This design comes from an exercise in tuning for small area on the open sky130 flow, not from production work.
Only simulation tests tie the RTL to the original design; equivalence was not proved.
Power figures rest on the tool's default switching activity, not on a simulated workload.

v50:
==> flow/design.v (excerpt) <==
module i2c_burst_mem #(
    parameter int DATA_W = 8,
    parameter int ADDR_W = 7
) (
    input  logic              clk,
    input  logic              reset,
    input  logic              start,
    input  logic              stop,
    input  logic              rw,
    input  logic              rx_valid,
    input  logic [DATA_W-1:0] rx_data,
    input  logic              tx_req,
    input  logic              wp,
    output logic              tx_valid,
    output logic [DATA_W-1:0] tx_data,
    output logic              ack,
    output logic [ADDR_W-1:0] ptr,
    output logic              busy
);
==> flow/config.mk <==
export PLATFORM = sky130hd
export DESIGN_NAME = i2c_burst_mem
export DESIGN_NICKNAME = i2c_burst_mem
export VERILOG_FILES = /design/flow/design.v
export SDC_FILE = /design/flow/constraint.sdc
export NUM_CORES = 4
export LEC_CHECK = 0
export CAP_MARGIN = 20
export CORE_MARGIN = 2
export CORE_UTILIZATION = 40
export CTS_BUF_LIST = sky130_fd_sc_hd__clkbuf_16
export CTS_CLUSTER_DIAMETER = 120
export CTS_CLUSTER_SIZE = 25
export SLEW_MARGIN = 20
export SYNTH_HIERARCHICAL = 1
export SYNTH_MINIMUM_KEEP_SIZE = 0
==> flow/constraint.sdc <==
create_clock -name core_clock -period 5.0 [get_ports {clk}]
set_input_delay 1.0000 -clock core_clock [delete_from_list [all_inputs] [get_ports {clk}]]
set_output_delay 1.0000 -clock core_clock [all_outputs]
set_load 0.01 [all_outputs]
standard.sh (not shown) runs the stock make flow with config.mk's settings and CLKGATE_MAP_FILE= SYNTH_SCRIPT=/design/flow/synth_recipe.tcl, a recipe that flattens the netlist after the stock synthesis.
==> flow/flow/run.sh <==
#!/bin/bash
# The standard layout (standard.sh, unchanged synthesis and steps) with two settings of its own:
# - every input and output port gets a sky130_fd_sc_hd__buf_2 as its port buffer, in place of
#   the default clkdlybuf4s50_1;
set -euo pipefail
export BUFFER_PORTS_ARGS="-buffer_cell sky130_fd_sc_hd__buf_2"
export CTS_ARGS="-sink_clustering_enable -repair_clock_nets -sink_clustering_size 25 -sink_clustering_max_diameter 120 -buf_list sky130_fd_sc_hd__clkbuf_16 -dont_use_dummy_load"
bash standard.sh > standard.log 2>&1
v50: no failed stages, no open violations at the end
#### Input delta (v38 over v50)
==> flow/run.sh (new file) <==
#!/bin/bash
# synth_recipe.tcl (not shown) runs the flow's synth.tcl, then flattens the netlist and writes it again
# the make line also repeats each setting of config.mk as NAME=value (left out here)
make -C /OpenROAD-flow-scripts/flow DESIGN_CONFIG=/design/flow/config.mk WORK_HOME=/design/flow/orfs CLKGATE_MAP_FILE= SYNTH_SCRIPT=/design/flow/synth_recipe.tcl finish
removed: flow/flow/run.sh
removed: flow/standard.sh
## What came out
Compared with v50, v38 shows a higher clock share of power. Routed wire length for v38: about 2.6% down relative to v50. Compared with v50, in v38 met1 usage in global routing ~0 delta; number of buffers and inverters on the critical path -1; first-iteration DRC count +7.3%; time the worst path needs with I/O delays and setup +0.049 ns. v38 ended up with tx_data[4]$_DFFE_PP0P_ as its end point of the critical path; v50 ended up with tx_data[2]$_DFFE_PP0P_.
#### Input delta (v19 over v38)
==> flow/flow/run.sh (new file) <==
#!/bin/bash
# The standard layout (standard.sh, unchanged synthesis and steps) with two settings of its own:
# - every input and output port gets a sky130_fd_sc_hd__buf_2 as its port buffer, in place of
#   the default clkdlybuf4s50_1;
# - after global routing, gates off the critical paths are downsized (RECOVER_POWER 100).
# The make output (every tool's full output) goes to standard.log in the folder this runs in;
# ORFS also keeps a log per step under orfs/logs/.
set -euo pipefail
export RECOVER_POWER=100
export BUFFER_PORTS_ARGS="-buffer_cell sky130_fd_sc_hd__buf_2"
export CTS_ARGS="-sink_clustering_enable -repair_clock_nets -sink_clustering_size 25 -sink_clustering_max_diameter 120 -buf_list sky130_fd_sc_hd__clkbuf_16 -dont_use_dummy_load"
bash standard.sh > standard.log 2>&1
==> flow/standard.sh (new file) <==
#!/bin/bash
# synth_recipe.tcl (not shown) runs the flow's synth.tcl, then flattens the netlist and writes it again
# the make line also repeats each setting of config.mk as NAME=value (left out here)
make -C /OpenROAD-flow-scripts/flow DESIGN_CONFIG=/design/flow/config.mk WORK_HOME=/design/flow/orfs CLKGATE_MAP_FILE= SYNTH_SCRIPT=/design/flow/synth_recipe.tcl "${@:-finish}"
removed: flow/run.sh
Summary across v19 and v38: the single failing run is v19. Of v19 and v38, v38 shows the lower number of antenna violations at the first check in global routing, with v19 above it. When v19 is measured against v38, its period utilization turns out 1.3 points lower. Diff v19..v38 | number of signal-net inverters in the final layout | unchanged. Summary of the comparison: final wirelength is higher in v19, relative to v38. | slack of the critical path | v19 vs v38 | better |. Taking v38 as the reference, in v19 maximum clock frequency increased by 1.5% relative to the old numbers, clock network fraction of design power decreased by 0.5 points relative to the old numbers, overall global routing resource usage grew by 0.56 points.

## static timing again, ports no longer ideal
Ports are ideal in the flow. The routed layouts listed here were re-timed in OpenROAD. Step 1 (the two cells are an assumption about what drives the block):
set clk [get_ports {clk}]
set_driving_cell -lib_cell sky130_fd_sc_hd__clkbuf_16 $clk
set_driving_cell -lib_cell sky130_fd_sc_hd__buf_2 [delete_from_list [all_inputs] $clk]
Step 2, shift: input delay + t, output delay - t, t = (earliest + latest rising clock arrival at the registers) / 2. This alone moves slack from input paths to output paths. a / b / c = ideal / step 1 / step 2; a / b = the first two.
run | t (ns) | setup WS [ns] | worst setup path after step 2 | cell pins on the clock port's net
v50 | 0.673 | 0.478 / 0.478 / 0.478 | register to register | 1
v38 | 0.681 | 0.429 / 0.429 / 0.429 | register to register | 1
v19 | 0.672 | 0.495 / 0.495 / 0.495 | register to register | 1
